Background: an optimization exercise with open tools, aiming at small area, a short achievable clock period and few clock cycles per item. Do not read the settings as production practice. RTL that was checked went through simulation tests only; none was proved equivalent to the original. The RTL of run 5 was laid out without a check of its function. No run shown here takes its clock network from TritonCTS; it comes from the design's own scripts or RTL. The flow treats the clock pin as an ideal source. Dropping or thinning the clock tree relies on that and would not hold on a real chip. No activity file was given, so power comes from the tool's default toggle rates.

[flow/config.mk]
export PLATFORM = sky130hd
export DESIGN_NAME = toy_language_char_tokenizer
export DESIGN_NICKNAME = toy_language_char_tokenizer
export VERILOG_FILES = /design/flow/design.v
export SDC_FILE = /design/flow/constraint.sdc
export NUM_CORES = 4
export LEC_CHECK = 0
export ABC_CLOCK_PERIOD_IN_PS = 2200
export CAP_MARGIN = 20
export CORE_MARGIN = 2
export CORE_UTILIZATION = 65
export SETUP_SLACK_MARGIN = 3.45
export SLEW_MARGIN = 20
[flow/constraint.sdc]
create_clock -name core_clock -period 5.5 [get_ports {clock}]
set_input_delay 1.1000 -clock core_clock [delete_from_list [all_inputs] [get_ports {clock}]]
set_output_delay 1.1000 -clock core_clock [all_outputs]
set_load 0.01 [all_outputs]
[flow/design.v]
package tlct_pkg;
   localparam logic [4:0] TOK_ASSIGN = 5'd15;
   localparam logic [4:0] TOK_EQUALS = 5'd16;
   localparam logic [4:0] TOK_SYMBOL = 5'd17;
   localparam logic [4:0] TOK_NUMBER = 5'd18;
   localparam logic [4:0] TOK_IF     = 5'd19;
   localparam logic [4:0] TOK_WHILE  = 5'd20;
   localparam logic [4:0] TOK_OUT    = 5'd21;
   localparam logic [4:0] TOK_END    = 5'd22;
   localparam logic [4:0] TOK_ERROR  = 5'd23;
   localparam logic [1:0] KIND_NONE   = 2'd0;
   localparam logic [1:0] KIND_ASSIGN = 2'd1;
   localparam logic [1:0] KIND_SYMBOL = 2'd2;
   localparam logic [1:0] KIND_NUMBER = 2'd3;
endpackage
import tlct_pkg::*;
module toy_language_char_tokenizer
(
   input  logic        clock,
   input  logic        reset,
   input  logic        req_valid,
   output logic        req_stall,
   input  logic [7:0]  req_char_in,
   input  logic        req_end_of_input,
   output logic        rsp_valid,
   input  logic        rsp_stall,
   output logic [4:0]  rsp_token_kind,
   output logic [4:0]  rsp_text_length,
   output logic [63:0] rsp_text_first,
   output logic [63:0] rsp_text_second,
   output logic        rsp_text_overflow,
   output logic        rsp_last_of_run
);
   typedef struct packed {
      logic       c_end;    
      logic       c_op;     
      logic       c_eq;     
      logic       c_let;    
      logic       c_dig;    
      logic       c_f;      
      logic       c_t;
      logic       c_e;
   } cls_t;
   function automatic logic [3:0] op_index(input logic [7:0] ch);
      case (ch)
         "-": op_index = 4'd1;
         "*": op_index = 4'd2;
         "/": op_index = 4'd3;
         "%": op_index = 4'd4;
         "<": op_index = 4'd5;
         ">": op_index = 4'd6;
         "!": op_index = 4'd7;
         "&": op_index = 4'd8;
         "|": op_index = 4'd9;
         "(": op_index = 4'd10;
         ")": op_index = 4'd11;
         "{": op_index = 4'd12;
         "}": op_index = 4'd13;
         ";": op_index = 4'd14;
         default: op_index = 4'd0;
      endcase
   endfunction
   function automatic cls_t classify(input logic [7:0] ch, input logic eoi);
      cls_t c;
      c        = '0;
      c.c_op   = (ch == "+") || (ch == "-") || (ch == "*") || (ch == "/") || (ch == "%")
                 || (ch == "<") || (ch == ">") || (ch == "!") || (ch == "&") || (ch == "|")
                 || (ch == "(") || (ch == ")") || (ch == "{") || (ch == "}") || (ch == ";");
      c.c_end = eoi;
      c.c_op  = c.c_op & ~eoi;
      c.c_eq  = (ch == "=") & ~eoi;
      c.c_let = (((ch >= "a") && (ch <= "z")) || ((ch >= "A") && (ch <= "Z"))) & ~eoi;
      c.c_dig = (ch >= "0") && (ch <= "9") && !eoi;
      c.c_f   = (ch == "f") && !eoi;
      c.c_t   = (ch == "t") && !eoi;
      c.c_e   = (ch == "e") && !eoi;
      classify = c;
   endfunction
   logic       m_v, k_v;
   logic [7:0] m_ch, k_ch;
   logic       k_eoi;
   cls_t       m_c;
   logic [1:0] pk;
   logic [4:0] plen;
   logic       povf;
   logic [6:0] text_n [16];
   logic       kwp_if, kwp_out, kwp_while;    
   logic        o_v;
   logic [4:0]  o_kind, o_len;
   logic        o_ovf, o_last;
   logic [7:0]  o_b0;
   logic [15:1] o_hide;        
   logic        o_txt;         
   logic [7:0] text [16];
   for (genvar j = 0; j < 16; j++) begin : g_text_val
      assign text[j] = {1'b0, ~text_n[j]};
   end
   logic       is_none, is_asg, is_sym, is_num, ptext;
   logic       c_oth, kw;
   logic       flush, own_v, start, append;
   logic [4:0] own_kind;
   logic [1:0] pk_in;
   assign is_none = (pk == KIND_NONE);
   assign is_asg  = (pk == KIND_ASSIGN);
   assign is_sym  = (pk == KIND_SYMBOL);
   assign is_num  = (pk == KIND_NUMBER);
   assign ptext   = pk[1];
   assign c_oth   = ~(m_c.c_end | m_c.c_op | m_c.c_eq | m_c.c_let | m_c.c_dig);
   assign kw = is_sym & ((kwp_if & m_c.c_f) | (kwp_out & m_c.c_t) | (kwp_while & m_c.c_e));
   assign flush  = ~is_none & (m_c.c_end | m_c.c_op | (m_c.c_eq & ~is_asg)
                               | (m_c.c_let & ~is_sym) | (m_c.c_dig & is_asg));
   assign own_v  = m_c.c_end | m_c.c_op | (m_c.c_eq & is_asg) | (m_c.c_let & kw) | c_oth;
   assign start  = (m_c.c_let & ~is_sym) | (m_c.c_dig & ~ptext);
   assign append = (m_c.c_let & is_sym) | (m_c.c_dig & ptext);
   always_comb begin
      if (m_c.c_end) begin
         own_kind = TOK_END;
      end else if (m_c.c_op) begin
         own_kind = {1'b0, op_index(m_ch)};
      end else if (m_c.c_eq) begin
         own_kind = TOK_EQUALS;
      end else if (m_c.c_let) begin
         own_kind = kwp_if ? TOK_IF : (kwp_out ? TOK_OUT : TOK_WHILE);
      end else begin
         own_kind = TOK_ERROR;
      end
   end
   always_comb begin
      pk_in = pk;
      if (m_c.c_end || m_c.c_op || (m_c.c_eq && is_asg) || kw) begin
         pk_in = KIND_NONE;
      end else if (m_c.c_eq) begin
         pk_in = KIND_ASSIGN;
      end else if (m_c.c_let) begin
         pk_in = KIND_SYMBOL;
      end else if (m_c.c_dig && !ptext) begin
         pk_in = KIND_NUMBER;
      end
   end
   logic stay, tok, step, split, proc, upd;
   assign stay  = o_v & rsp_stall;               
   assign tok   = flush | own_v;
   assign split = flush & own_v;
   assign step = m_v & ~(stay & tok) & ~(append & o_txt);
   assign proc = step & ~split;
   assign upd = m_v & ((start & (~is_num | ~stay)) | (append & ~kw & ~o_txt));
   logic m_free, acc;
   logic [7:0] in_ch;
   logic       in_eoi;
   assign m_free    = ~m_v | proc;
   assign in_ch     = k_v ? k_ch : req_char_in;
   assign in_eoi    = k_v ? k_eoi : req_end_of_input;
   assign acc       = req_valid & ~k_v;
   logic rs;
   assign req_stall = rs;
   always_ff @(posedge clock) begin
      if (reset) begin
         rs <= 1'b0;
      end else begin
         rs <= ~m_free & (rs | req_valid);
      end
   end
   always_ff @(posedge clock) begin
      if (reset) begin
         m_v <= 1'b0;
         k_v <= 1'b0;
      end else begin
         if (m_free) begin
            m_v <= k_v | acc;
            k_v <= 1'b0;
         end else if (acc) begin
            k_v <= 1'b1;
         end
      end
   end
   always_ff @(posedge clock) begin
      if (m_free) begin
         m_ch <= in_ch;
         m_c  <= classify(in_ch, in_eoi);
      end
      if (!k_v) begin
         k_ch  <= req_char_in;
         k_eoi <= req_end_of_input;
      end
   end
   always_ff @(posedge clock) begin
      if (reset) begin
         pk <= KIND_NONE;
      end else if (step) begin
         pk <= split ? KIND_NONE : pk_in;
      end
   end
   always_ff @(posedge clock) begin
      if (upd) begin
         if (start) begin
            plen      <= 5'd1;
            povf      <= 1'b0;
            kwp_if    <= (m_ch == "i");
            kwp_out   <= 1'b0;
            kwp_while <= 1'b0;
         end else if (append) begin
            if (plen[4]) begin
               povf <= 1'b1;
            end else begin
               plen <= plen + 5'd1;
            end
            kwp_if    <= 1'b0;
            kwp_out   <= (plen == 5'd1) && (text[0] == "o") && (m_ch == "u");
            kwp_while <= (plen == 5'd3) && (text[0] == "w") && (text[1] == "h")
                         && (text[2] == "i") && (m_ch == "l");
         end
      end
   end
   always_ff @(posedge clock) begin
      if (m_v && start && (!is_num || !stay)) begin
         text_n[0] <= ~m_ch[6:0];
      end
   end
   for (genvar j = 1; j < 16; j++) begin : g_text
      always_ff @(posedge clock) begin
         if (m_v && append && !o_txt && plen == 5'(j)) begin
            text_n[j] <= ~m_ch[6:0];
         end
      end
   end
   logic [4:0]  t0_kind, t0_len;
   logic        t0_ovf;
   logic [7:0]  t0_b0, own_b0;
   logic [15:1] t0_hide;
   assign own_b0 = c_oth ? m_ch : 8'h00;
   always_comb begin
      t0_kind = own_kind;
      t0_len  = c_oth ? 5'd1 : 5'd0;
      t0_ovf  = 1'b0;
      t0_b0   = own_b0;
      t0_hide = '1;
      if (flush) begin
         t0_kind = is_asg ? TOK_ASSIGN : (is_sym ? TOK_SYMBOL : TOK_NUMBER);
         t0_len  = ptext ? plen : 5'd0;
         t0_ovf  = ptext & povf;
         t0_b0   = ptext ? text[0] : 8'h00;
         for (int j = 1; j < 16; j++) begin
            t0_hide[j] = !(ptext && (plen > 5'(j)));
         end
      end
   end
   always_ff @(posedge clock) begin
      if (reset) begin
         o_v   <= 1'b0;
         o_txt <= 1'b0;
      end else if (!stay) begin
         o_v   <= step & tok;
         o_txt <= step & tok & ~t0_hide[1];
      end
   end
   always_ff @(posedge clock) begin
      if (!stay) begin
         o_kind <= t0_kind;
         o_len  <= t0_len;
         o_ovf  <= t0_ovf;
         o_last <= ~split;
         o_b0   <= t0_b0;
      end
   end
   always_ff @(posedge clock) begin
      for (int j = 1; j < 16; j++) begin
         o_hide[j] <= stay ? !(o_len > 5'(j)) : t0_hide[j];
      end
   end
   assign rsp_valid         = o_v;
   assign rsp_token_kind    = o_kind;
   assign rsp_text_length   = o_len;
   assign rsp_text_overflow = o_ovf;
   assign rsp_last_of_run   = o_last;
   always_comb begin
      rsp_text_first[7:0] = o_b0;
      for (int j = 1; j < 8; j++) begin
         rsp_text_first[8*j +: 8] = {1'b0, ~(text_n[j] | {7{o_hide[j]}})};
      end
      for (int j = 0; j < 8; j++) begin
         rsp_text_second[8*j +: 8] = {1'b0, ~(text_n[8+j] | {7{o_hide[8+j]}})};
      end
   end
endmodule
[flow/flow/run.sh]
#!/bin/bash
# The standard layout with two changes: plain buffers (not delay cells) on the
# ports, and a two-level clock tree (four root buffers, ten leaf buffers, each
# driving a cluster of nearby flip-flops) in place of ORFS's clock tree, which
# has one level more. ORFS's own output is in standard_flow.log and orfs/logs.
set -euo pipefail
bash standard.sh \
  "BUFFER_PORTS_ARGS=-buffer_cell sky130_fd_sc_hd__buf_1" \
  "PRE_CTS_TCL=$PWD/flow/cts_hook.tcl" \
  finish > standard_flow.log 2>&1
[flow/flow/cts_hook.tcl]
# A two-level clock tree: the clock port drives four root buffers, each of
# which drives the leaf buffers of its part of the core; each leaf buffer
# drives a cluster of nearby flip-flops.
proc my_manual_cts {args} {
  set db [ord::get_db]
  set block [ord::get_db_block]
  set nleaf 10
  set leafm [$db findMaster sky130_fd_sc_hd__clkbuf_16]
  set rootm [$db findMaster sky130_fd_sc_hd__clkbuf_16]
  set clk_port_net [[$block findBTerm clock] getNet]
  set sinks {}
  set xs {}
  set ys {}
  foreach it [$clk_port_net getITerms] {
    lappend sinks $it
    set bb [[$it getInst] getBBox]
    lappend xs [expr {([$bb xMin] + [$bb xMax]) / 2.0}]
    lappend ys [expr {([$bb yMin] + [$bb yMax]) / 2.0}]
  }
  set n [llength $sinks]
  # k-means on the sink positions, seeded along a space-filling order
  set order [lsort -integer -indices [lmap x $xs y $ys {expr {int($y / 20000) * 1000000 + (int($y / 20000) % 2 ? -int($x) : int($x))}}]]
  set cx {}; set cy {}
  for {set k 0} {$k < $nleaf} {incr k} {
    set i [lindex $order [expr {int(($k + 0.5) * $n / $nleaf)}]]
    lappend cx [lindex $xs $i]; lappend cy [lindex $ys $i]
  }
  set cap [expr {int(ceil(1.15 * $n / $nleaf))}]
  for {set iter 0} {$iter < 30} {incr iter} {
    # balanced assignment: each sink to the nearest centre with room, farthest sinks first
    set cnt [lrepeat $nleaf 0]
    set asg [lrepeat $n -1]
    set pairs {}
    for {set i 0} {$i < $n} {incr i} {
      set best 1e30
      for {set k 0} {$k < $nleaf} {incr k} {
        set d [expr {abs([lindex $xs $i] - [lindex $cx $k]) + abs([lindex $ys $i] - [lindex $cy $k])}]
        if {$d < $best} { set best $d }
      }
      lappend pairs [list $i $best]
    }
    foreach p [lsort -real -decreasing -index 1 $pairs] {
      set i [lindex $p 0]
      set best 1e30; set bk -1
      for {set k 0} {$k < $nleaf} {incr k} {
        if {[lindex $cnt $k] >= $cap} continue
        set d [expr {abs([lindex $xs $i] - [lindex $cx $k]) + abs([lindex $ys $i] - [lindex $cy $k])}]
        if {$d < $best} { set best $d; set bk $k }
      }
      lset asg $i $bk
      lset cnt $bk [expr {[lindex $cnt $bk] + 1}]
    }
    set sx [lrepeat $nleaf 0.0]; set sy [lrepeat $nleaf 0.0]
    for {set i 0} {$i < $n} {incr i} {
      set k [lindex $asg $i]
      lset sx $k [expr {[lindex $sx $k] + [lindex $xs $i]}]
      lset sy $k [expr {[lindex $sy $k] + [lindex $ys $i]}]
    }
    for {set k 0} {$k < $nleaf} {incr k} {
      if {[lindex $cnt $k] > 0} {
        lset cx $k [expr {[lindex $sx $k] / [lindex $cnt $k]}]
        lset cy $k [expr {[lindex $sy $k] / [lindex $cnt $k]}]
      }
    }
  }
  set nroot 4
  # group the leaves into nroot groups by angle around the centre
  set mx 0.0; set my 0.0
  for {set k 0} {$k < $nleaf} {incr k} { set mx [expr {$mx + [lindex $cx $k]}]; set my [expr {$my + [lindex $cy $k]}] }
  set mx [expr {$mx / $nleaf}]; set my [expr {$my / $nleaf}]
  set ang {}
  for {set k 0} {$k < $nleaf} {incr k} { lappend ang [expr {atan2([lindex $cy $k] - $my, [lindex $cx $k] - $mx)}] }
  set ord [lsort -real -indices $ang]
  set leafnets {}
  for {set k 0} {$k < $nleaf} {incr k} { lappend leafnets {} }
  for {set r 0} {$r < $nroot} {incr r} {
    set members {}
    for {set q 0} {$q < $nleaf} {incr q} { if {$q * $nroot / $nleaf == $r} { lappend members [lindex $ord $q] } }
    set rx 0.0; set ry 0.0
    foreach k $members { set rx [expr {$rx + [lindex $cx $k]}]; set ry [expr {$ry + [lindex $cy $k]}] }
    set rx [expr {int($rx / [llength $members])}]; set ry [expr {int($ry / [llength $members])}]
    set root [odb::dbInst_create $block $rootm clkbuf_root_${r}_clock]
    $root setLocation $rx $ry
    $root setPlacementStatus PLACED
    set rootnet [odb::dbNet_create $block clknet_root_${r}_clock]
    $rootnet setSigType CLOCK
    [$root findITerm A] connect $clk_port_net
    [$root findITerm X] connect $rootnet
    foreach k $members {
      set leaf [odb::dbInst_create $block $leafm clkbuf_leaf_${k}_clock]
      $leaf setLocation [expr {int([lindex $cx $k])}] [expr {int([lindex $cy $k])}]
      $leaf setPlacementStatus PLACED
      set net [odb::dbNet_create $block clknet_leaf_${k}_clock]
      $net setSigType CLOCK
      [$leaf findITerm A] connect $rootnet
      [$leaf findITerm X] connect $net
      lset leafnets $k $net
    }
  }
  for {set i 0} {$i < $n} {incr i} {
    set it [lindex $sinks $i]
    $it disconnect
    $it connect [lindex $leafnets [lindex $asg $i]]
  }
  $clk_port_net setSigType CLOCK
  puts "my_manual_cts: $n sinks, $nleaf leaves of [$leafm getName], counts $cnt"
  set_propagated_clock [all_clocks]
}

# ORFS's cts.tcl calls clock_tree_synthesis right after this hook: build the
# two-level tree above in its place. Everything else in cts.tcl (placement
# legalisation, timing repair) runs as usual.
rename clock_tree_synthesis my_orfs_clock_tree_synthesis
proc clock_tree_synthesis {args} {
  my_manual_cts
}
[flow/standard.sh]
#!/bin/bash
# synth_recipe.tcl (not shown) runs the flow's synth.tcl, then flattens the netlist and writes it again
# the make line also repeats each setting of config.mk as NAME=value (left out here)
make -C /OpenROAD-flow-scripts/flow DESIGN_CONFIG=/design/flow/config.mk WORK_HOME=/design/flow/orfs CLKGATE_MAP_FILE= SYNTH_SCRIPT=/design/flow/synth_recipe.tcl "${@:-finish}"
==> impl_metrics.env, run 1 <==
export IMPL_status="complete, no violations"
export IMPL_crit_chain="nor2_2 -> buf_2"
export IMPL_multi_input_area_mm2=0.00263
export IMPL_vias_per_cell=6.18
export IMPL_reg2reg_to="m_c[0]"
export IMPL_dieArea_mm2=0.0130
export IMPL_setup_viol=0
export IMPL_grt_ovfl_total=0
export IMPL_wire_per_inst_um=21.1
export IMPL_swShare=0.268
export IMPL_synthArstFlopShare=0
export IMPL_synth_most_common_cell="edfxtp_1"
export IMPL_slew_headroom=0.504
export IMPL_total_power_mw=3.18
export IMPL_yosys_area_share_adder=0.0127
export IMPL_slew_viol_final=0
export IMPL_first_pass_iters=5
export IMPL_clock_latency_ps=300
export IMPL_cap_violations=0
export IMPL_portBuffers=139
export IMPL_tightest_slew_ps=743
export IMPL_cpMaxStageDelayCell="edfxtp_1"
export IMPL_critical_path_arrival_ps=980
export IMPL_pwr_share_comb=0.177
export IMPL_grt_pass1_vias=5468
export IMPL_instances_no_fill=992
export IMPL_synth_compound_area_share=0.0855
export IMPL_synth_area_top_cells="edfxtp_1 (60%), dfxtp_1 (7.9%), nor2_1 (6.8%)"
export IMPL_hold_end="rs"
export IMPL_ys_top_cells_by_count="edfxtp_1 (157), nor2_1 (143), nand2_1 (33)"
export IMPL_hold_viol=0
export IMPL_synth_top_area_cell="edfxtp_1"
export IMPL_fillerInstances=685
export IMPL_synthXorXnorAreaFrac=0.00334
export IMPL_setup_tns_ps=0
export IMPL_hold_start="rs"
export IMPL_hold_class="register to register"
export IMPL_drtIter0Drc=633
export IMPL_synth_seq_area_share=0.679
export IMPL_period_share=0.379
export IMPL_syn2layout_area_growth_pct=25.4
export IMPL_ios=155
export IMPL_die_w_um=114
export IMPL_setup_worst_path_start_class="register"
export IMPL_peakVddDrop_uv=313
export IMPL_fmax_ghz=0.480
export IMPL_layout_drive_gt1_share=0.295
export IMPL_yosysWarnings=3
export IMPL_dp_final_hpwl_um=12000
export IMPL_drt_antenna_violating_nets=0
export IMPL_cp_end_kind="primary output"
export IMPL_synthDistinctLibCells=63
export IMPL_wl_um=20900
export IMPL_synthFlopType="edfxtp_1"
export IMPL_switching_power_mw=0.851
export IMPL_netlist_area_leader_share=0.600
export IMPL_r2r_setup_slack_ps=3440
export IMPL_leakage_nw=3.63
export IMPL_core_area_mm2=0.0119
export IMPL_r2r_start="pk[1]"
export IMPL_synth_area_mm2=0.00786
export IMPL_syn_area_per_cell_um2=12.0
export IMPL_criticalPathCategory="register to primary output"
export IMPL_grt_antenna_before_repair=2
export IMPL_synth_edff_count=157
export IMPL_startpoint="text_n[12][3]"
export IMPL_internal_power_mw=2.33
export IMPL_final_nets=867
export IMPL_num_vias=6133
export IMPL_muxShareOfSynthArea=0.0146
export IMPL_start_util=0.660
export IMPL_worstPathRequired_ps=4400
export IMPL_place_gp_congestion=0.905
export IMPL_synth_seq_cells=188
export IMPL_worstHoldPathCells=2
export IMPL_worstRegToRegCells=8
export IMPL_finalCriticalPeriod_ps=2080
export IMPL_synth_top_family_by_area="simple AND/OR/NAND/NOR gates"
export IMPL_row_count=40
export IMPL_dp_cells=918
export IMPL_grt_max_degree=25
export IMPL_slowest_delay_ps=420
export IMPL_synth_simple_area_share=0.166
export IMPL_p_clk_frac=0.272
export IMPL_syn_inst=657
export IMPL_cts_clk_slew_worst_paths_ps=90
export IMPL_seq_area_mm2=0.00539
export IMPL_crit_path_max_fanout=1
export IMPL_clock_skew_ps=43.3
export IMPL_die_height_um=114
export IMPL_pwr_share_seq=0.551
export IMPL_rsz0062_at_grt="yes"
export IMPL_grt_use_total=0.286
export IMPL_drcViolationCount=0
export IMPL_power_density_mw_per_mm2=322
export IMPL_grt_pass1_wl_um=28800
[layer usage]
metal / up-vias / wire length (um) / track usage
met4: 2 / 833 / 0.104
li1: 2724 / - / -
met1: 2954 / 7480 / 0.365
met2: 378 / 10700 / 0.497
met5: - / 14 / 0
met3: 75 / 1870 / 0.0494
[cells by family after synthesis]
family | after synthesis
muxes | 11
buffers and inverters | 64
and+or+nand+nor | 274
AOI/OAI and AO/OA | 108
DFF | 188
xor gates and xnor gates | 3
adders and majority gates | 8
other | 1
[worst max path at each step]
stage                                to  slack, ps
finish              rsp_text_second[35]       3420
global route                  o_kind[0]       3350
CTS                  rsp_text_first[10]       3410
detailed placement              m_ch[0]       2100
global placement                m_ch[1]       2180
floorplan                        m_c[0]       3130
[cell type report]
cell class                 instances  share of cell area
timing repair inverter             3             0.00229
antenna                            1            0.000254
buffer                            14              0.0355
timing repair buffer             195               0.117
sequential                       188               0.547
multi-input combinational        420               0.267
tap                              147              0.0187
inverter                          24              0.0128
[cells in the final DEF (no fill, tap or decap), types with 8 or more instances in the layout]
cell / instances
a21oi_1: 26
a31oi_1: 10
and3_1: 11
buf_1: 59
buf_2: 36
buf_4: 47
buf_6: 10
clkbuf_16: 16
clkbuf_2: 39
conb_1: 15
dfxtp_1: 13
dfxtp_4: 12
edfxtp_1: 157
inv_1: 14
nand2_1: 33
nand3_1: 8
nor2_1: 114
nor2_2: 18
nor2_4: 11
nor3_1: 19
o21ai_0: 28
[critical path: cells and delay by family (launching register included)]
kind / cells / cell delay (ps)
buf+inv: 1 / 140
simple gates: 1 / 120
flops: 1 / 420
[registers in the layout (all words and copies together), names as in the netlist, 2 cells and up]
signal and cells:
o_hide 15, text_n 112, o_kind 5, m_c 8, m_ch 8, o_b0 8, o_len 5, pk 2
k_ch 8, plen 5
[timing repair]
| item | CTS | global route |
|---|---|---|
| endpoints found under the setup margin | 254 | 179 |
| buffers inserted | 23 | 29 |
| pin swaps | 6 | 12 |
| resized for setup | 88 | 134 |
| hold endpoints to repair | 0 | 0 |
| cloned | 3 | 4 |
| hold buffers | 0 | 0 |
[metrics by stage]
stage / area (um2) / utilization / worst slack, ps / hold slack (ps)
2_1_floorplan: 7980 / - / 3130 / 485
3_5_place_dp: 8460 / 0.711 / 2100 / 503
5_1_grt: 9860 / 0.827 / 3350 / 521
3_3_place_gp: 8460 / 0.711 / 2180 / 469
4_1_cts: 9250 / 0.777 / 3410 / 498
6_report: 9860 / 0.827 / 3420 / 492
[power by group through the flow]
stage | Sequential [mW] | Clock [mW] | Combinational (mW)
6_report | 1.75 | 0.866 | 0.561
5_1_grt | 1.76 | 0.912 | 0.594
3_3_place_gp | 1.78 | 0 | 0.377
2_1_floorplan | 1.75 | 0 | 0.275
3_5_place_dp | 1.78 | 0 | 0.385
4_1_cts | 1.75 | 0.867 | 0.460
Testbench counts, summed over its fixed seeds: cycles 25,414, items 24,000.
==> run 2: changes to the inputs <==
--- a/flow/config.mk
+++ b/flow/config.mk
@@ -9,5 +9,5 @@
 export CAP_MARGIN = 20
 export CORE_MARGIN = 2
 export CORE_UTILIZATION = 65
-export SETUP_SLACK_MARGIN = 3.45
+export SETUP_SLACK_MARGIN = 3.2
 export SLEW_MARGIN = 20
==> impl_metrics.env, run 2 <==
export IMPL_status="complete, no violations"
export IMPL_fillerInstances=770
export IMPL_power_density_mw_per_mm2=338
export IMPL_worstPathRequired_ps=5500
export IMPL_dp_cells=918
export IMPL_synth_top_area_cell="edfxtp_1"
export IMPL_yosysWarnings=3
export IMPL_synthFlopType="edfxtp_1"
export IMPL_drcViolationCount=0
export IMPL_largest_register_ff_count=112
export IMPL_syn_area_per_cell_um2=12.0
export IMPL_cts_clk_slew_worst_paths_ps=70
export IMPL_syn_inst=657
export IMPL_slowest_delay_ps=290
export IMPL_synth_edff_count=157
export IMPL_start_util=0.660
export IMPL_grt_pass1_wl_um=25800
export IMPL_synthArstFlopShare=0
export IMPL_hold_viol=0
export IMPL_crit_path_max_fanout=20
export IMPL_dp_final_hpwl_um=11600
export IMPL_path_buf_inv=2
export IMPL_peakVddDrop_uv=273
export IMPL_top_regs="text_n (112), o_hide (15)"
export IMPL_criticalPathCategory="input pin to register"
export IMPL_slew_headroom=0.468
export IMPL_final_util=0.746
export IMPL_grt_use_total=0.255
export IMPL_critical_path_arrival_ps=2260
export IMPL_netlist_area_leader_share=0.600
export IMPL_worstHoldPathCells=2
export IMPL_ys_top_cells_by_count="edfxtp_1 (157), nor2_1 (143), nand2_1 (33)"
export IMPL_crit_family="simple AND/OR/NAND/NOR gates"
export IMPL_final_cell_mix="edfxtp_1 (157), nor2_1 (139), buf_1 (139)"
export IMPL_synth_area_mm2=0.00786
export IMPL_drt_antenna_violating_nets=0
export IMPL_grt_pass1_vias=5120
export IMPL_synth_most_common_cell="edfxtp_1"
export IMPL_startpoint="rsp_stall"
export IMPL_top_register="text_n"
export IMPL_r2r_start="pk[0]"
export IMPL_grt_ovfl_total=0
export IMPL_die_height_um=114
export IMPL_num_vias=5553
export IMPL_multi_input_area_mm2=0.00233
export IMPL_hold_slack_ps=484
export IMPL_dieArea_mm2=0.0130
export IMPL_grt_max_degree=41
export IMPL_fmax_ghz=0.441
export IMPL_clock_latency_ps=290
export IMPL_antenna_cells=0
export IMPL_core_area_mm2=0.0119
export IMPL_instances_no_fill=937
export IMPL_ios=155
export IMPL_setup_viol=0
export IMPL_seq_area_mm2=0.00534
export IMPL_cap_violations=0
export IMPL_setup_worst_path_start_class="input pin"
export IMPL_vias_per_cell=5.93
export IMPL_layout_drive_gt1_share=0.0633
export IMPL_slew_viol_final=0
export IMPL_leakage_nw=3.00
export IMPL_wire_per_inst_um=18.8
export IMPL_synthDistinctLibCells=63
export IMPL_clock_skew_ps=31.3
export IMPL_cpMaxStageDelayCell="and2_4"
export IMPL_wl_um=17600
export IMPL_worstRegToRegCells=7
export IMPL_hold_start="rs"
export IMPL_die_w_um=114
export IMPL_cp_end_kind="register"
export IMPL_tightest_slew_ps=798
export IMPL_synth_area_top_cells="edfxtp_1 (60%), dfxtp_1 (7.9%), nor2_1 (6.8%)"
export IMPL_place_area_mm2=0.00843
export IMPL_syn2layout_area_growth_pct=13.0
export IMPL_first_pass_iters=5
export IMPL_drtIter0Drc=608
export IMPL_setup_tns_ps=0
export IMPL_row_count=40
export IMPL_hold_class="register to register"
export IMPL_stdcell_area_mm2=0.00888
export IMPL_place_gp_congestion=0.936
export IMPL_period_share=0.412
export IMPL_portBuffers=139
export IMPL_rsz0062_at_grt="yes"
export IMPL_synth_seq_area_share=0.679
export IMPL_crit_chain="buf_1 -> and2_4 -> nand2_1 -> and3_4 -> a21oi_1 -> inv_1"
export IMPL_final_nets=813
export IMPL_synth_seq_cells=188
export IMPL_path_depth=6
export IMPL_finalCriticalPeriod_ps=2270
export IMPL_grt_antenna_before_repair=0
export IMPL_layout_commonest_cell="edfxtp_1"
## run 2: cell counts after synthesis
No cell type changed its count.
## run 2: tightest hold or removal path, cell delays in order, from the launching register on
cell and delay [ps]:
dfxtp_1 310, nor2_1 80, nor3_1 50
## run 2: stage by stage
stage / worst slack (ps) / total power, mW
after floorplan: 3130 / 2.02
after global placement: 2210 / 2.15
after CTS: 3200 / 3.00
final: 3230 / 3.01
after detailed placement: 2130 / 2.16
after global routing: 3110 / 3.11
## run 2: layout make-up
cell class | instances | area share
flip-flops and latches | 188 | 0.601
multi-input cells | 419 | 0.262
repair buffers | 144 | 0.0644
plain buffers | 14 | 0.0394
well taps | 147 | 0.0207
inverters | 24 | 0.0118
repair inverters | 1 | 0.000563
## run 2: cell families (layout without fill, tap and decap cells)
kind of cell,Yosys count,after routing,synth area share
and+or+nand+nor,274,274,0.166
DFF,188,188,0.679
AOI/OAI and AO/OA,108,108,0.0855
buffers and inverters,64,183,0.0387
muxes,11,11,0.0146
adders and majority gates,8,8,0.0127
xor gates and xnor gates,3,3,0.00334
other,1,15,0.000477
## run 2: what timing repair did
item | in CTS | in global routing
gates cloned | 0 | 1
hold buffers | 0 | 0
resized for setup | 6 | 14
buffers inserted | 1 | 3
pin swaps | 1 | 1
setup endpoints to repair | 47 | 125
## run 2: metal layers
metal | GRT usage | part of all wire
met3 | 0.0287 | 0.054
met5 | 0 | 0
met2 | 0.454 | 0.51
met1 | 0.325 | 0.40
met4 | 0.0911 | 0.029
## run 2: power by group
part           switching [mW]  internal (mW)  total (mW)  leakage [nW]
Combinational           0.274          0.127       0.401          1.09
Clock                   0.397          0.454       0.851         0.173
Sequential             0.0956           1.66        1.76          1.74
Total                   0.766           2.24        3.01          3.00
## run 2: final timing paths
check | to | slack [ps]
max | kwp_while | 3230
min | rs | 480
max reg2reg | text_n[12][4] | 3240
min reg2reg | rs | 480
==> run 3: changes to the inputs <==
--- a/flow/config.mk
+++ b/flow/config.mk
@@ -8,6 +8,6 @@
 export ABC_CLOCK_PERIOD_IN_PS = 2200
 export CAP_MARGIN = 20
 export CORE_MARGIN = 2
-export CORE_UTILIZATION = 65
-export SETUP_SLACK_MARGIN = 3.2
+export CORE_UTILIZATION = 70
+export SETUP_SLACK_MARGIN = 3.3
 export SLEW_MARGIN = 20
==> impl_metrics.env, run 3 <==
export IMPL_drcViolationCount=0
export IMPL_worstRegToRegCells=6
export IMPL_peakVddDrop_uv=462
export IMPL_final_cell_mix="edfxtp_1 (157), buf_1 (139), nor2_1 (137)"
export IMPL_fillerInstances=569
export IMPL_synth_edff_count=157
export IMPL_vias_per_cell=6.15
export IMPL_top_regs="text_n (112), o_hide (15)"
export IMPL_p_clk_frac=0.281
export IMPL_setup_worst_path_start_class="register"
export IMPL_crit_path_max_fanout=19
export IMPL_dieArea_mm2=0.0121
export IMPL_r2r_setup_slack_ps=3300
export IMPL_portBuffers=139
export IMPL_layout_commonest_cell="edfxtp_1"
export IMPL_drt_antenna_violating_nets=0
export IMPL_r2r_start="pk[0]"
export IMPL_synth_most_common_cell="edfxtp_1"
export IMPL_synth_seq_cells=188
export IMPL_ys_top_cells_by_count="edfxtp_1 (157), nor2_1 (143), nand2_1 (33)"
export IMPL_antenna_cells=0
export IMPL_syn2layout_area_growth_pct=16.2
export IMPL_clock_skew_ps=26.2
export IMPL_period_share=0.401
export IMPL_yosysWarnings=3
export IMPL_crit_path_end="m_ch[6]"
export IMPL_setup_tns_ps=0
export IMPL_grt_max_degree=41
export IMPL_ctsHoldBuffers=0
export IMPL_synth_seq_area_share=0.679
export IMPL_slew_viol_final=0
export IMPL_syn_area_per_cell_um2=12.0
export IMPL_netlist_area_leader_share=0.600
export IMPL_syn_inst=657
export IMPL_seq_area_mm2=0.00534
export IMPL_final_nets=835
export IMPL_crit_chain="inv_1 -> ha_2 -> a22oi_1 -> o21ai_0 -> a22oi_2 -> buf_12"
export IMPL_synth_top_area_cell="edfxtp_1"
export IMPL_wire_per_inst_um=19.6
export IMPL_core_area_mm2=0.0109
export IMPL_place_area_mm2=0.00842
export IMPL_tightest_slew_ps=743
export IMPL_power_density_mw_per_mm2=335
export IMPL_reg2reg_to="m_ch[6]"
export IMPL_leakage_nw=3.11
export IMPL_grt_antenna_before_repair=0
export IMPL_hold_class="register to register"
export IMPL_largest_register_ff_count=112
export IMPL_critical_path_arrival_ps=2210
export IMPL_startpoint="pk[0]"
export IMPL_stdcell_area_mm2=0.00913
export IMPL_grt_pass1_vias=5143
export IMPL_grt_ovfl_total=0
export IMPL_pwr_share_comb=0.144
export IMPL_pwr_share_seq=0.575
export IMPL_clock_latency_ps=290
export IMPL_synth_area_top_cells="edfxtp_1 (60%), dfxtp_1 (7.9%), nor2_1 (6.8%)"
export IMPL_swShare=0.260
export IMPL_finalCriticalPeriod_ps=2200
export IMPL_grt_use_total=0.287
export IMPL_first_pass_iters=7
export IMPL_slowest_delay_ps=380
export IMPL_slew_headroom=0.500
export IMPL_ios=155
export IMPL_setup_viol=0
export IMPL_status="complete, no violations"
export IMPL_layout_drive_gt1_share=0.102
export IMPL_start_util=0.722
export IMPL_rsz0062_at_grt="yes"
export IMPL_die_w_um=110
export IMPL_drtIter0Drc=625
export IMPL_row_count=38
export IMPL_criticalPathCategory="register to register"
export IMPL_dp_final_hpwl_um=11800
export IMPL_wl_um=18700
export IMPL_internal_power_mw=2.26
export IMPL_fmax_ghz=0.454
export IMPL_synth_area_mm2=0.00786
export IMPL_hold_viol=0
export IMPL_die_height_um=110
export IMPL_cts_clk_slew_worst_paths_ps=90
export IMPL_worstPathRequired_ps=5500
export IMPL_synthFlopType="edfxtp_1"
export IMPL_cp_end_kind="register"
export IMPL_top_register="text_n"
export IMPL_grt_pass1_wl_um=26700
export IMPL_multi_input_area_mm2=0.00240
export IMPL_synthDistinctLibCells=63
export IMPL_switching_power_mw=0.795
export IMPL_cap_violations=0
export IMPL_place_gp_congestion=0.902
export IMPL_cpMaxStageDelayCell="dfxtp_1"
export IMPL_num_vias=5857
export IMPL_synthArstFlopShare=0
[run 3: cell counts after synthesis]
No cell type changed its count.
[run 3: logic make-up (layout without fill, tap and decap cells)]
| family | Yosys count | count (layout) | synth area share |
|---|---|---|---|
| buf+inv | 64 | 204 | 0.0387 |
| flops | 188 | 188 | 0.679 |
| xor+xnor | 3 | 3 | 0.00334 |
| simple gates | 274 | 275 | 0.166 |
| other cells | 1 | 15 | 0.000477 |
| fa+ha+maj | 8 | 8 | 0.0127 |
| compound gates | 108 | 108 | 0.0855 |
| mux | 11 | 11 | 0.0146 |
[run 3: repair_timing]
item / CTS / global route
gates resized for setup: 19 / 18
setup endpoints to repair: 161 / 119
endpoints found under the hold margin: 0 / 0
cloned: 0 / 3
pin swaps: 2 / 4
buffers inserted: 4 / 20
[run 3: layer usage]
layer | share of wire | vias to the layer above | global-route usage
li1 | - | 2648 | -
met1 | 0.39 | 2807 | 0.392
met2 | 0.49 | 344 | 0.500
met3 | 0.085 | 58 | 0.0296
met4 | 0.027 | 0 | 0.0651
met5 | 0 | - | 0
[run 3: final cells by class]
type	instances	share of cell area
timing repair inverter	2	0.00151
inverter	24	0.0129
sequential	188	0.585
timing repair buffer	164	0.0805
tap	140	0.0192
buffer	14	0.0384
multi-input combinational	420	0.263
[run 3: through the flow]
stage	util	hold WS, ps	total power, mW	setup WS (ps)	cells
after floorplan	-	485	2.02	3130	671
after global placement	0.774	477	2.14	2220	911
after detailed placement	0.774	495	2.16	2110	911
after CTS	0.815	507	3.00	3320	929
after global routing	0.838	523	3.15	3260	952
final	0.838	502	3.06	3300	952
[run 3: worst min path at each step]
stage                     startpoint     to  cells after the start
after global routing              rs     rs                      2
after global placement            rs     rs                      2
after CTS                         rs     rs                      2
after detailed placement          rs     rs                      2
final                             rs     rs                      2
after floorplan                k_eoi  k_eoi                      1
[run 3: worst max-delay path: cells and delay by family, from the launching register on]
family / cells / cell delay [ps]
buf+inv: 2 / 310
flops: 1 / 380
fa+ha+maj: 1 / 240
compound gates: 3 / 990
[run 3: power by group through the flow]
stage | sequential (mW) | combinational (mW) | clock, mW
global route | 1.77 | 0.475 | 0.908
floorplan | 1.75 | 0.271 | 0
global placement | 1.77 | 0.367 | 0
detailed placement | 1.78 | 0.378 | 0
finish | 1.76 | 0.441 | 0.858
CTS | 1.75 | 0.396 | 0.859
==> run 4: changes to the inputs <==
--- a/flow/config.mk
+++ b/flow/config.mk
@@ -8,6 +8,6 @@
 export ABC_CLOCK_PERIOD_IN_PS = 2200
 export CAP_MARGIN = 20
 export CORE_MARGIN = 2
-export CORE_UTILIZATION = 70
+export CORE_UTILIZATION = 65
 export SETUP_SLACK_MARGIN = 3.3
 export SLEW_MARGIN = 20
==> impl_metrics.env, run 4 <==
export IMPL_power_density_mw_per_mm2=334
export IMPL_synth_area_top_cells="edfxtp_1 (60%), dfxtp_1 (7.9%), nor2_1 (6.8%)"
export IMPL_path_buf_inv=1
export IMPL_grt_antenna_before_repair=0
export IMPL_worstRegToRegCells=7
export IMPL_synthArstFlopShare=0
export IMPL_largest_register_ff_count=112
export IMPL_layout_drive_gt1_share=0.0986
export IMPL_internal_power_mw=2.26
export IMPL_synth_area_mm2=0.00786
export IMPL_fillerInstances=817
export IMPL_start_util=0.660
export IMPL_core_area_mm2=0.0119
export IMPL_synthDistinctLibCells=63
export IMPL_fmax_ghz=0.464
export IMPL_final_nets=824
export IMPL_final_cell_mix="edfxtp_1 (157), buf_1 (138), nor2_1 (137)"
export IMPL_syn2layout_area_growth_pct=16.1
export IMPL_wl_um=18400
export IMPL_criticalPathCategory="register to primary output"
export IMPL_grt_pass1_vias=5089
export IMPL_switching_power_mw=0.790
export IMPL_setup_viol=0
export IMPL_drtIter0Drc=553
export IMPL_cts_clk_slew_worst_paths_ps=80
export IMPL_clock_latency_ps=300
export IMPL_startpoint="o_len[2]"
export IMPL_r2r_setup_slack_ps=3350
export IMPL_synth_top_area_cell="edfxtp_1"
export IMPL_synth_seq_cells=188
export IMPL_place_ws_ps=2120
export IMPL_status="complete, no violations"
export IMPL_dp_cells=917
export IMPL_worstPathRequired_ps=4400
export IMPL_crit_chain="buf_1"
export IMPL_row_count=40
export IMPL_rsz0062_at_grt="yes"
export IMPL_ys_top_cells_by_count="edfxtp_1 (157), nor2_1 (143), nand2_1 (33)"
export IMPL_dp_final_hpwl_um=11900
export IMPL_pwr_share_comb=0.144
export IMPL_clock_skew_ps=37.5
export IMPL_instances_no_fill=948
export IMPL_swShare=0.259
export IMPL_layout_commonest_cell="edfxtp_1"
export IMPL_num_vias=5638
export IMPL_drt_antenna_violating_nets=0
export IMPL_grt_pass1_wl_um=26800
export IMPL_top_register="text_n"
export IMPL_vias_per_cell=5.95
export IMPL_tightest_slew_ps=776
export IMPL_setup_tns_ps=0
export IMPL_crit_path_end="rsp_text_length[2]"
export IMPL_first_pass_iters=5
export IMPL_slew_headroom=0.482
export IMPL_reg2reg_to="o_hide[8]"
export IMPL_ios=155
export IMPL_grt_ovfl_total=0
export IMPL_yosysWarnings=3
export IMPL_syn_area_per_cell_um2=12.0
export IMPL_place_gp_congestion=0.921
export IMPL_wire_per_inst_um=19.4
export IMPL_crit_path_max_fanout=10
export IMPL_r2r_start="pk[1]"
export IMPL_cp_end_kind="primary output"
export IMPL_crit_family="flip-flops"
export IMPL_synth_most_common_cell="edfxtp_1"
export IMPL_slowest_delay_ps=540
export IMPL_setup_worst_path_start_class="register"
export IMPL_dieArea_mm2=0.0130
export IMPL_finalCriticalPeriod_ps=2150
export IMPL_synth_edff_count=157
export IMPL_hold_class="register to register"
export IMPL_ctsHoldBuffers=0
export IMPL_grt_use_total=0.265
export IMPL_synthFlopType="edfxtp_1"
export IMPL_total_power_mw=3.05
export IMPL_drcViolationCount=0
export IMPL_leakage_nw=3.08
export IMPL_antenna_cells=0
export IMPL_path_depth=1
export IMPL_top_regs="text_n (112), o_hide (15)"
export IMPL_worst_slack_ps=3350
export IMPL_die_w_um=114
export IMPL_pwr_share_seq=0.577
export IMPL_peakVddDrop_uv=262
export IMPL_critical_path_arrival_ps=1050
export IMPL_grt_max_degree=41
export IMPL_cpMaxStageDelayCell="edfxtp_1"
export IMPL_slew_viol_final=0
export IMPL_syn_inst=657
export IMPL_period_share=0.392
export IMPL_netlist_area_leader_share=0.600
export IMPL_p_clk_frac=0.279
export IMPL_cap_violations=0
export IMPL_portBuffers=139
export IMPL_synth_seq_area_share=0.679
export IMPL_die_height_um=114
export IMPL_hold_viol=0
-- run 4: cell counts after synthesis --
No cell type changed its count.
-- run 4: worst min path at each step --
| stage | from | endpoint | slack (ps) | cells past startpoint |
|---|---|---|---|---|
| after global placement | rs | rs | 470 | 2 |
| after CTS | rs | rs | 490 | 2 |
| after global routing | rs | rs | 510 | 2 |
| after detailed placement | rs | rs | 480 | 2 |
| after floorplan | k_eoi | k_eoi | 490 | 1 |
| final | rs | rs | 480 | 2 |
-- run 4: per-layer routing --
layer | wire length (um) | vias to the layer above | track usage | share of wire
li1 | - | 2631 | - | -
met2 | 9520 | 241 | 0.487 | 0.52
met3 | 1220 | 50 | 0.0276 | 0.066
met4 | 641 | 0 | 0.0756 | 0.035
met1 | 7030 | 2716 | 0.335 | 0.38
met5 | 0 | - | 0 | 0
-- run 4: cell families after synthesis --
| group | Yosys count | share of synthesized area |
|---|---|---|
| AND/OR/NAND/NOR | 274 | 0.166 |
| flip-flops | 188 | 0.679 |
| AO/OA/AOI/OAI | 108 | 0.0855 |
| buffers and inverters | 64 | 0.0387 |
| multiplexers | 11 | 0.0146 |
| adder cells (fa/ha/maj) | 8 | 0.0127 |
| XOR/XNOR | 3 | 0.00334 |
| other | 1 | 0.000477 |
-- run 4: final cells by class --
type	count	area, um2	share of cell area
Inverter	24	131	0.0144
Buffer	14	350	0.0384
Timing Repair inverter	2	16.3	0.00178
Timing Repair Buffer	153	653	0.0716
Tap cell	147	184	0.0202
Sequential cell	188	5340	0.585
Multi-Input combinational cell	420	2450	0.269
-- run 4: repair_timing --
action                     CTS  global route
gates cloned                 0             3
resized for setup           18            31
setup buffers                3            11
pin swaps                    2             5
setup endpoints to repair  165           135
-- run 4: metrics by stage --
| step | area [um2] | util | hold WS [ps] |
|---|---|---|---|
| floorplan | 7950 | - | 485 |
| global placement | 8430 | 0.708 | 467 |
| detailed placement | 8430 | 0.708 | 483 |
| CTS | 8880 | 0.745 | 492 |
| global route | 9130 | 0.766 | 513 |
| finish | 9130 | 0.766 | 484 |
-- run 4: power by group through the flow --
stage / clock network (mW) / logic, mW / registers [mW]
after CTS: 0.857 / 0.399 / 1.75
after detailed placement: 0 / 0.382 / 1.78
after floorplan: 0 / 0.271 / 1.75
final: 0.850 / 0.439 / 1.76
after global routing: 0.905 / 0.479 / 1.77
after global placement: 0 / 0.376 / 1.78
==> run 5: changes to the inputs <==
--- a/flow/design.v
+++ b/flow/design.v
@@ -260,11 +260,7 @@
          o_ovf  <= t0_ovf;
          o_last <= ~split;
          o_b0   <= t0_b0;
-      end
-   end
-   always_ff @(posedge clock) begin
-      for (int j = 1; j < 16; j++) begin
-         o_hide[j] <= stay ? !(o_len > 5'(j)) : t0_hide[j];
+         o_hide <= t0_hide;
       end
    end
    assign rsp_valid         = o_v;
==> impl_metrics.env, run 5 <==
export IMPL_synth_edff_count=172
export IMPL_vias_per_cell=5.84
export IMPL_synthDistinctLibCells=66
export IMPL_place_area_mm2=0.00833
export IMPL_first_pass_iters=18
export IMPL_synth_top_area_cell="edfxtp_1"
export IMPL_rsz0062_at_grt="yes"
export IMPL_drt_antenna_violating_nets=0
export IMPL_synth_area_top_cells="edfxtp_1 (67%), nor2_1 (6.6%), dfxtp_1 (4.1%)"
export IMPL_synthFlopType="edfxtp_1"
export IMPL_netlist_area_leader_share=0.667
export IMPL_pwr_share_comb=0.114
export IMPL_setup_viol=0
export IMPL_final_nets=799
export IMPL_internal_power_mw=2.21
export IMPL_clock_latency_ps=290
export IMPL_status="complete, no violations"
export IMPL_slew_headroom=0.505
export IMPL_period_share=0.415
export IMPL_ys_top_cells_by_count="edfxtp_1 (172), nor2_1 (136), nand2_1 (39)"
export IMPL_die_height_um=113
export IMPL_setup_tns_ps=0
export IMPL_stdcell_area_mm2=0.00932
export IMPL_synth_area_mm2=0.00774
export IMPL_instances_no_fill=919
export IMPL_use_met3=0.0193
export IMPL_swShare=0.229
export IMPL_criticalPathCategory="register to primary output"
export IMPL_finalCriticalPeriod_ps=2280
export IMPL_grt_antenna_before_repair=0
export IMPL_synth_most_common_cell="edfxtp_1"
export IMPL_top_register="text_n"
export IMPL_total_power_mw=2.87
export IMPL_grt_use_total=0.254
export IMPL_pwr_share_seq=0.591
export IMPL_fmax_ghz=0.438
export IMPL_critical_path_arrival_ps=1180
export IMPL_slowest_delay_ps=550
export IMPL_portBuffers=139
export IMPL_syn_area_per_cell_um2=12.8
export IMPL_cts_clk_slew_worst_paths_ps=80
export IMPL_wire_per_inst_um=19.1
export IMPL_largest_register_ff_count=112
export IMPL_clock_skew_ps=23.9
export IMPL_place_gp_congestion=0.883
export IMPL_crit_chain="nor2_1 -> buf_2"
export IMPL_worstPathRequired_ps=4400
export IMPL_grt_ovfl_total=0
export IMPL_drcViolationCount=0
export IMPL_grtUsageMet1=0.368
export IMPL_tightest_slew_ps=741
export IMPL_met2_usage=0.432
export IMPL_row_count=39
export IMPL_busiest_layer="met2"
export IMPL_hold_viol=0
export IMPL_hold_class="register to register"
export IMPL_syn2layout_area_growth_pct=20.4
export IMPL_leakage_nw=3.56
export IMPL_num_vias=5367
export IMPL_layout_drive_gt1_share=0.284
export IMPL_power_density_mw_per_mm2=308
export IMPL_final_cell_mix="edfxtp_1 (172), nor2_1 (117), buf_2 (75)"
export IMPL_crit_path_max_fanout=7
export IMPL_yosysWarnings=3
export IMPL_top_regs="text_n (112), o_hide (15)"
export IMPL_dp_cells=870
export IMPL_dieArea_mm2=0.0128
export IMPL_die_w_um=113
export IMPL_syn_inst=604
export IMPL_slew_viol_final=0
export IMPL_setup_worst_path_start_class="register"
export IMPL_synthArstFlopShare=0
export IMPL_cp_end_kind="primary output"
export IMPL_ios=155
export IMPL_synth_seq_cells=188
export IMPL_drtIter0Drc=490
export IMPL_grt_pass1_wl_um=25500
export IMPL_cpMaxStageDelayCell="edfxtp_1"
export IMPL_grt_pass1_vias=4876
export IMPL_p_clk_frac=0.295
export IMPL_layout_commonest_cell="edfxtp_1"
export IMPL_start_util=0.672
export IMPL_wl_um=17500
export IMPL_switching_power_mw=0.656
export IMPL_antenna_cells=0
export IMPL_crit_family="flip-flops"
export IMPL_grt_max_degree=24
export IMPL_ctsHoldBuffers=0
export IMPL_core_area_mm2=0.0115
export IMPL_dp_final_hpwl_um=10900
export IMPL_cap_violations=0
export IMPL_peakVddDrop_uv=250
export IMPL_path_buf_inv=1
export IMPL_synth_seq_area_share=0.709
run 5: worst min-delay path, stage by stage (launching register included):
cell and delay (ps):
dfxtp_1 310, nor2_1 80, nor3_1 50
run 5: final timing paths:
kind                            end  slack, ps       from  cells after the start
setup / recovery  rsp_text_first[8]       3220  o_hide[1]                      2
setup reg to reg             m_c[7]       3310      pk[1]                      9
hold / removal                   rs        480         rs                      2
hold reg to reg                  rs        480         rs                      2
run 5: cell families after synthesis:
| kind of cell | Yosys count | synth area share |
|---|---|---|
| simple gates | 267 | 0.160 |
| flops | 188 | 0.709 |
| compound gates | 75 | 0.0635 |
| buf+inv | 52 | 0.0373 |
| fa+ha+maj | 9 | 0.0142 |
| mux | 9 | 0.0123 |
| xor+xnor | 3 | 0.00339 |
| other cells | 1 | 0.000484 |
run 5: layer usage:
metal / wire (um) / vias to the layer above
li1: - / 2496
met1: 7250 / 2564
met2: 8700 / 279
met3: 1320 / 28
met4: 242 / 0
met5: 0 / -
run 5: power groups by stage:
stage               clock [mW]  sequential (mW)  combinational (mW)
CTS                      0.857             1.69               0.280
global route             0.909             1.70               0.351
detailed placement           0             1.72               0.247
floorplan                    0             1.71               0.177
global placement             0             1.72               0.241
finish                   0.847             1.70               0.326
run 5: final cells by class:
| type | count | area [um2] |
|---|---|---|
| Multi-Input combinational cell | 378 | 2230 |
| Tap cell | 143 | 179 |
| Inverter | 21 | 100 |
| Timing Repair inverter | 2 | 12.5 |
| Sequential cell | 188 | 5490 |
| Buffer | 14 | 350 |
| Timing Repair Buffer | 173 | 960 |
| Fill cell | 669 | 2200 |
run 5: through the flow:
stage           util  hold WS [ps]  setup WS, ps
6_report       0.809           483          3220
5_1_grt        0.809           520          3190
4_1_cts        0.778           481          3210
3_5_place_dp   0.723           470          2510
3_3_place_gp   0.723           467          2560
2_1_floorplan      -           476          2950
run 5: timing repair:
item / in CTS / in global routing
gates cloned: 2 / 1
buffers inserted: 9 / 23
pin swaps: 16 / 87
endpoints found under the setup margin: 234 / 216
resized for setup: 75 / 121
==> run 6: changes to the inputs <==
--- a/flow/design.v
+++ b/flow/design.v
@@ -260,7 +260,11 @@
          o_ovf  <= t0_ovf;
          o_last <= ~split;
          o_b0   <= t0_b0;
-         o_hide <= t0_hide;
+      end
+   end
+   always_ff @(posedge clock) begin
+      for (int j = 1; j < 16; j++) begin
+         o_hide[j] <= stay ? !(o_len > 5'(j)) : t0_hide[j];
       end
    end
    assign rsp_valid         = o_v;
--- a/flow/flow/run.sh
+++ b/flow/flow/run.sh
@@ -1,6 +1,6 @@
 #!/bin/bash
 # The standard layout with two changes: plain buffers (not delay cells) on the
-# ports, and a two-level clock tree (four root buffers, ten leaf buffers, each
+# ports, and a two-level clock tree (four root buffers, twelve leaf buffers, each
 # driving a cluster of nearby flip-flops) in place of ORFS's clock tree, which
 # has one level more. ORFS's own output is in standard_flow.log and orfs/logs.
 set -euo pipefail
--- a/flow/flow/cts_hook.tcl
+++ b/flow/flow/cts_hook.tcl
@@ -4,8 +4,8 @@
 proc my_manual_cts {args} {
   set db [ord::get_db]
   set block [ord::get_db_block]
-  set nleaf 10
-  set leafm [$db findMaster sky130_fd_sc_hd__clkbuf_16]
+  set nleaf 12
+  set leafm [$db findMaster sky130_fd_sc_hd__clkbuf_8]
   set rootm [$db findMaster sky130_fd_sc_hd__clkbuf_16]
   set clk_port_net [[$block findBTerm clock] getNet]
   set sinks {}
--- a/flow/config.mk
+++ b/flow/config.mk
@@ -9,5 +9,5 @@
 export CAP_MARGIN = 20
 export CORE_MARGIN = 2
 export CORE_UTILIZATION = 65
-export SETUP_SLACK_MARGIN = 3.3
+export SETUP_SLACK_MARGIN = 3.38
 export SLEW_MARGIN = 20
==> impl_metrics.env, run 6 <==
export IMPL_status="complete, no violations"
export IMPL_grt_ovfl_total=0
export IMPL_grt_max_degree=41
export IMPL_syn2layout_area_growth_pct=17.7
export IMPL_wl_um=18600
export IMPL_final_cell_mix="edfxtp_1 (157), nor2_1 (135), buf_1 (120)"
export IMPL_netlist_area_leader_share=0.600
export IMPL_crit_path_max_fanout=6
export IMPL_highest_layer="met4"
export IMPL_synth_compound_area_share=0.0855
export IMPL_hold_class="register to register"
export IMPL_yosysWarnings=3
export IMPL_slew_viol_final=0
export IMPL_swShare=0.265
export IMPL_top_register="text_n"
export IMPL_wl_met3_um=1200
export IMPL_synth_seq_area_share=0.679
export IMPL_synth_simple_area_share=0.166
export IMPL_final_util=0.776
export IMPL_die_w_um=114
export IMPL_critical_path_arrival_ps=2120
export IMPL_antenna_cells=0
export IMPL_r2r_start="m_c[7]"
export IMPL_cp_end_kind="register"
export IMPL_drcViolationCount=0
export IMPL_syn_inst=657
export IMPL_grt_use_total=0.262
export IMPL_synth_edff_count=157
export IMPL_first_pass_iters=6
export IMPL_slowest_delay_ps=230
export IMPL_slew_headroom=0.501
export IMPL_path_buf_inv=2
export IMPL_crit_top_cell="a21oi_4"
export IMPL_synth_top_family_by_area="simple AND/OR/NAND/NOR gates"
export IMPL_synth_area_mm2=0.00786
export IMPL_clock_latency_ps=300
export IMPL_muxShareOfSynthArea=0.0146
export IMPL_crit_path_end="plen[2]"
export IMPL_worstPathRequired_ps=5500
export IMPL_criticalPathCategory="input pin to register"
export IMPL_layout_commonest_cell="edfxtp_1"
export IMPL_reg2reg_to="o_b0[2]"
export IMPL_num_vias=5828
export IMPL_cap_violations=0
export IMPL_tightest_slew_ps=748
export IMPL_setup_worst_path_start_class="input pin"
export IMPL_peakVddDrop_uv=220
export IMPL_top_regs="text_n (112), o_hide (15)"
export IMPL_setup_viol=0
export IMPL_drtIter0Drc=588
export IMPL_drt_antenna_violating_nets=0
export IMPL_synthDistinctLibCells=63
export IMPL_layout_drive_gt1_share=0.169
export IMPL_fmax_ghz=0.473
export IMPL_finalCriticalPeriod_ps=2120
export IMPL_p_clk_frac=0.242
export IMPL_m1WireLength_um=7090
export IMPL_row_count=40
export IMPL_worstRegToRegCells=5
export IMPL_place_gp_congestion=0.949
export IMPL_yosys_area_share_adder=0.0127
export IMPL_clock_skew_ps=36.1
export IMPL_hold_viol=0
export IMPL_grt_antenna_before_repair=0
export IMPL_period_share=0.385
export IMPL_portBuffers=139
export IMPL_fillerInstances=777
export IMPL_vias_per_cell=5.98
export IMPL_rsz0062_at_grt="yes"
export IMPL_wire_per_inst_um=19.1
export IMPL_hold_slack_ps=529
export IMPL_grt_pass1_wl_um=26700
export IMPL_synth_most_common_cell="edfxtp_1"
export IMPL_switching_power_mw=0.777
export IMPL_path_depth=7
export IMPL_ys_top_cells_by_count="edfxtp_1 (157), nor2_1 (143), nand2_1 (33)"
export IMPL_r2r_setup_slack_ps=3430
export IMPL_hold_start="rs"
export IMPL_dp_final_hpwl_um=11800
export IMPL_pwr_share_seq=0.598
export IMPL_synthFlopType="edfxtp_1"
export IMPL_synth_area_top_cells="edfxtp_1 (60%), dfxtp_1 (7.9%), nor2_1 (6.8%)"
export IMPL_syn_area_per_cell_um2=12.0
export IMPL_leakage_nw=3.20
export IMPL_power_density_mw_per_mm2=317
export IMPL_synth_top_area_cell="edfxtp_1"
export IMPL_synthXorXnorAreaFrac=0.00334
export IMPL_synthArstFlopShare=0
export IMPL_setup_tns_ps=0
export IMPL_internal_power_mw=2.16
export IMPL_startpoint="rsp_stall"
export IMPL_pwr_share_comb=0.161
export IMPL_route_met2_wl_um=9790
export IMPL_synth_seq_cells=188
export IMPL_largest_register_ff_count=112
export IMPL_cts_clk_slew_worst_paths_ps=100
export IMPL_start_util=0.660
export IMPL_grt_pass1_vias=5247
export IMPL_ios=155
export IMPL_final_nets=850
export IMPL_crit_family="simple AND/OR/NAND/NOR gates"
export IMPL_core_area_mm2=0.0119
export IMPL_crit_chain="buf_4 -> and2_4 -> buf_6 -> nand2_1 -> and3_4 -> a21oi_4 -> a21oi_4"
export IMPL_dieArea_mm2=0.0130
export IMPL_die_height_um=114
export IMPL_cpMaxStageDelayCell="and3_4"
==> run 6: cell count changes after synthesis, sizes merged, moves of 4 or more <==
| cell | change |
|---|---|
| nor2 | +7 |
| or3 | -6 |
| nor3b | +4 |
| clkbuf | +10 |
| edfxtp | -15 |
| nand2 | -6 |
| a21oi | +17 |
| nor4 | -5 |
| dfxtp | +15 |
| a31oi | +8 |
==> run 6: logic make-up after synthesis <==
family,after synthesis
AO/OA/AOI/OAI,108
XOR/XNOR,3
adder cells (fa/ha/maj),8
buffers and inverters,64
flip-flops,188
multiplexers,11
other,1
AND/OR/NAND/NOR,274
==> run 6: metrics by stage <==
stage / worst slack (ps) / area, um2 / total power [mW] / cells
final: 3380 / 9250 / 2.93 / 974
after detailed placement: 2180 / 8450 / 2.16 / 918
after global routing: 3310 / 9250 / 3.03 / 974
after global placement: 2200 / 8450 / 2.15 / 918
after floorplan: 3130 / 7960 / 2.02 / 671
after CTS: 3300 / 8880 / 2.87 / 942
==> run 6: final cells by class <==
class	count	area, um2	share of cell area
Sequential cell	188	5360	0.579
Multi-Input combinational cell	420	2460	0.266
Timing Repair Buffer	177	850	0.0919
Buffer	16	265	0.0287
Tap cell	147	184	0.0199
Inverter	24	118	0.0127
Timing Repair inverter	2	13.8	0.00149
==> run 6: repair_timing <==
action,4_1_cts,5_1_grt
hold buffers,0,0
buffers inserted,8,29
hold endpoints to repair,0,0
gates resized for setup,32,51
cloned,0,3
pin swaps,2,6
setup endpoints to repair,167,212
==> run 6: tightest hold or removal path: cells and delay by family, from the launching register on <==
kind	cells	cell delay, ps
simple gates	2	170
flops	1	320
==> run 6: worst min-delay path by stage <==
stage / depth (start not counted) / endpoint
6_report: 2 / rs
5_1_grt: 2 / rs
4_1_cts: 2 / rs
3_5_place_dp: 2 / rs
3_3_place_gp: 2 / rs
2_1_floorplan: 1 / k_eoi
==> run 6: power by group through the flow <==
| stage | Combinational (mW) | Clock [mW] | Sequential (mW) |
|---|---|---|---|
| floorplan | 0.274 | 0 | 1.75 |
| global placement | 0.376 | 0 | 1.78 |
| detailed placement | 0.380 | 0 | 1.78 |
| CTS | 0.411 | 0.712 | 1.75 |
| global route | 0.509 | 0.759 | 1.76 |
| finish | 0.471 | 0.709 | 1.75 |
==> run 6: layer usage <==
metal	GRT usage	up-vias
li1	-	2684
met1	0.325	2811
met2	0.485	286
met3	0.0287	47
met4	0.0797	0
met5	0	-
Testbench counts of run 6, summed over its fixed seeds: cycles 25,414, items 24,000.
==> run 7: changes to the inputs <==
--- a/flow/config.mk
+++ b/flow/config.mk
@@ -9,5 +9,5 @@
 export CAP_MARGIN = 20
 export CORE_MARGIN = 2
 export CORE_UTILIZATION = 65
-export SETUP_SLACK_MARGIN = 3.38
+export SETUP_SLACK_MARGIN = 3.3
 export SLEW_MARGIN = 20
==> impl_metrics.env, run 7 <==
export IMPL_wl_um=18300
export IMPL_syn_inst=657
export IMPL_muxShareOfSynthArea=0.0146
export IMPL_total_power_mw=2.90
export IMPL_synth_area_top_cells="edfxtp_1 (60%), dfxtp_1 (7.9%), nor2_1 (6.8%)"
export IMPL_status="complete, no violations"
export IMPL_worstPathRequired_ps=4400
export IMPL_dieArea_mm2=0.0130
export IMPL_leakage_nw=3.04
export IMPL_hold_class="register to register"
export IMPL_synth_simple_area_share=0.166
export IMPL_layout_commonest_cell="edfxtp_1"
export IMPL_ys_top_cells_by_count="edfxtp_1 (157), nor2_1 (143), nand2_1 (33)"
export IMPL_grt_max_degree=41
export IMPL_grt_antenna_before_repair=0
export IMPL_die_w_um=114
export IMPL_drtIter0Drc=579
export IMPL_drcViolationCount=0
export IMPL_rsz0062_at_grt="no"
export IMPL_grt_use_total=0.262
export IMPL_place_gp_congestion=0.921
export IMPL_core_area_mm2=0.0119
export IMPL_peakVddDrop_uv=235
export IMPL_syn2layout_area_growth_pct=14.8
export IMPL_layout_drive_gt1_share=0.0994
export IMPL_start_util=0.660
export IMPL_synth_most_common_cell="edfxtp_1"
export IMPL_synth_edff_count=157
export IMPL_row_count=40
export IMPL_setup_worst_path_start_class="register"
export IMPL_criticalPathCategory="register to primary output"
export IMPL_final_cell_mix="edfxtp_1 (157), buf_1 (139), nor2_1 (137)"
export IMPL_tightest_slew_ps=774
export IMPL_portBuffers=139
export IMPL_cts_clk_slew_worst_paths_ps=110
export IMPL_synthXorXnorAreaFrac=0.00334
export IMPL_crit_path_max_fanout=10
export IMPL_num_vias=5637
export IMPL_synth_area_mm2=0.00786
export IMPL_largest_register_ff_count=112
export IMPL_wire_per_inst_um=19.2
export IMPL_cap_violations=0
export IMPL_dp_cells=917
export IMPL_instances_no_fill=952
export IMPL_seq_area_mm2=0.00534
export IMPL_synthDistinctLibCells=63
export IMPL_multi_input_area_mm2=0.00244
export IMPL_fillerInstances=837
export IMPL_ctsHoldBuffers=0
export IMPL_synth_seq_cells=188
export IMPL_crit_family="flip-flops"
export IMPL_first_pass_iters=5
export IMPL_antenna_cells=0
export IMPL_finalCriticalPeriod_ps=2160
export IMPL_clock_latency_ps=290
export IMPL_yosys_area_share_adder=0.0127
export IMPL_synthArstFlopShare=0
export IMPL_cpMaxStageDelayCell="edfxtp_1"
export IMPL_period_share=0.393
export IMPL_vias_per_cell=5.92
export IMPL_fmax_ghz=0.463
export IMPL_setup_viol=0
export IMPL_top_regs="text_n (112), o_hide (15)"
export IMPL_grt_pass1_wl_um=26600
export IMPL_dp_final_hpwl_um=11900
export IMPL_final_nets=828
export IMPL_synth_top_area_cell="edfxtp_1"
export IMPL_ios=155
export IMPL_slowest_delay_ps=550
export IMPL_synth_top_family_by_area="simple AND/OR/NAND/NOR gates"
export IMPL_critical_path_arrival_ps=1060
export IMPL_hold_viol=0
export IMPL_grt_ovfl_total=0
export IMPL_path_buf_inv=1
export IMPL_synth_compound_area_share=0.0855
export IMPL_slew_viol_final=0
export IMPL_slew_headroom=0.483
export IMPL_syn_area_per_cell_um2=12.0
export IMPL_netlist_area_leader_share=0.600
export IMPL_drt_antenna_violating_nets=0
export IMPL_synthFlopType="edfxtp_1"
export IMPL_die_height_um=114
export IMPL_cp_end_kind="primary output"
export IMPL_power_density_mw_per_mm2=321
export IMPL_top_register="text_n"
export IMPL_setup_tns_ps=0
export IMPL_synth_seq_area_share=0.679
export IMPL_yosysWarnings=3
export IMPL_clock_skew_ps=38.2
export IMPL_crit_chain="buf_1"
export IMPL_grt_pass1_vias=5104
## run 7: cell counts after synthesis
No cell type changed its count.
## run 7: layer usage
| metal | GRT usage | up-vias | routed length, um |
|---|---|---|---|
| met1 | 0.335 | 2702 | 7070 |
| met3 | 0.0303 | 43 | 1250 |
| met5 | 0 | - | 0 |
| met4 | 0.0732 | 0 | 563 |
| li1 | - | 2638 | - |
| met2 | 0.477 | 254 | 9400 |
## run 7: path summary, 6_finish.rpt
path                                           end     start  slack (ps)  cells after the start
worst min register to register                  rs        rs         490                      2
worst min-delay path                            rs        rs         490                      2
worst max-delay path            rsp_text_length[2]  o_len[2]        3340                      1
worst max register to register           o_hide[8]     pk[1]        3390                      7
## run 7: cell families (layout without fill, tap and decap cells)
kind of cell             count (synthesis)  after routing
AND/OR/NAND/NOR                        274            275
flip-flops                             188            188
AO/OA/AOI/OAI                          108            108
buffers and inverters                   64            197
multiplexers                            11             11
adder cells (fa/ha/maj)                  8              8
XOR/XNOR                                 3              3
other                                    1             15
## run 7: repair_timing
item	in CTS	in global routing
endpoints found under the setup margin	164	133
resized for setup	19	25
buffers inserted	3	13
pin swaps	2	3
gates cloned	0	3
## run 7: layout make-up
cell class | count | share of cell area
Buffer | 16 | 0.0294
Timing Repair Buffer | 155 | 0.0739
Multi-Input combinational cell | 420 | 0.270
Sequential cell | 188 | 0.592
Tap cell | 147 | 0.0204
Inverter | 24 | 0.0130
Timing Repair inverter | 2 | 0.00153
## run 7: metrics by stage
| step | util | hold slack, ps | setup WS, ps | area [um2] |
|---|---|---|---|---|
| finish | 0.758 | 488 | 3340 | 9020 |
| global route | 0.758 | 518 | 3250 | 9020 |
| CTS | 0.738 | 497 | 3290 | 8800 |
| detailed placement | 0.708 | 483 | 2120 | 8430 |
| global placement | 0.708 | 467 | 2180 | 8430 |
| floorplan | - | 485 | 3130 | 7950 |
## run 7: where the power goes
part	switching (mW)	internal, mW	total (mW)
combinational	0.288	0.149	0.437
clock	0.375	0.327	0.702
sequential	0.101	1.66	1.76

[separate check: timing with driven ports]
The results above use ideal ports. As a check the final layouts listed here were re-extracted and re-timed, cells and wires unchanged.
Step 1, drivers: a clkbuf_16 drives clock and a buf_2 each remaining input, both assumed.
Step 2 also shifts input and output timing later by t, the mid clock arrival at the registers, as if the neighbouring blocks saw the same clock.
Slacks: no drivers / after step 1 / after step 2; pairs: no drivers / after step 1.
| run | t (ns) | setup slack, ns | clock arrival spread, ns | worst register clock-pin slew, ns | pins driven straight from the clock port |
|---|---|---|---|---|---|
| run 1 | 0.368 | 3.418 / 3.330 / 3.116 | 0.044 / 0.043 | 0.09 / 0.09 | 4 |
| run 2 | 0.364 | 3.234 / 3.239 / 2.932 | 0.033 / 0.032 | 0.09 / 0.09 | 4 |
| run 3 | 0.365 | 3.296 / 3.250 / 3.065 | 0.026 / 0.026 | 0.09 / 0.09 | 4 |
| run 4 | 0.373 | 3.346 / 3.255 / 3.053 | 0.039 / 0.038 | 0.08 / 0.08 | 4 |
| run 5 | 0.361 | 3.219 / 3.135 / 3.069 | 0.026 / 0.025 | 0.08 / 0.08 | 4 |
| run 6 | 0.371 | 3.385 / 3.308 / 3.082 | 0.037 / 0.036 | 0.12 / 0.12 | 4 |
| run 7 | 0.370 | 3.340 / 3.246 / 3.060 | 0.039 / 0.039 | 0.11 / 0.11 | 4 |
After both steps every run listed still meets setup and hold. For run 6, which loses most, drivers alone change the setup slack by -0.077 ns; drivers and shift together by -0.303 ns.
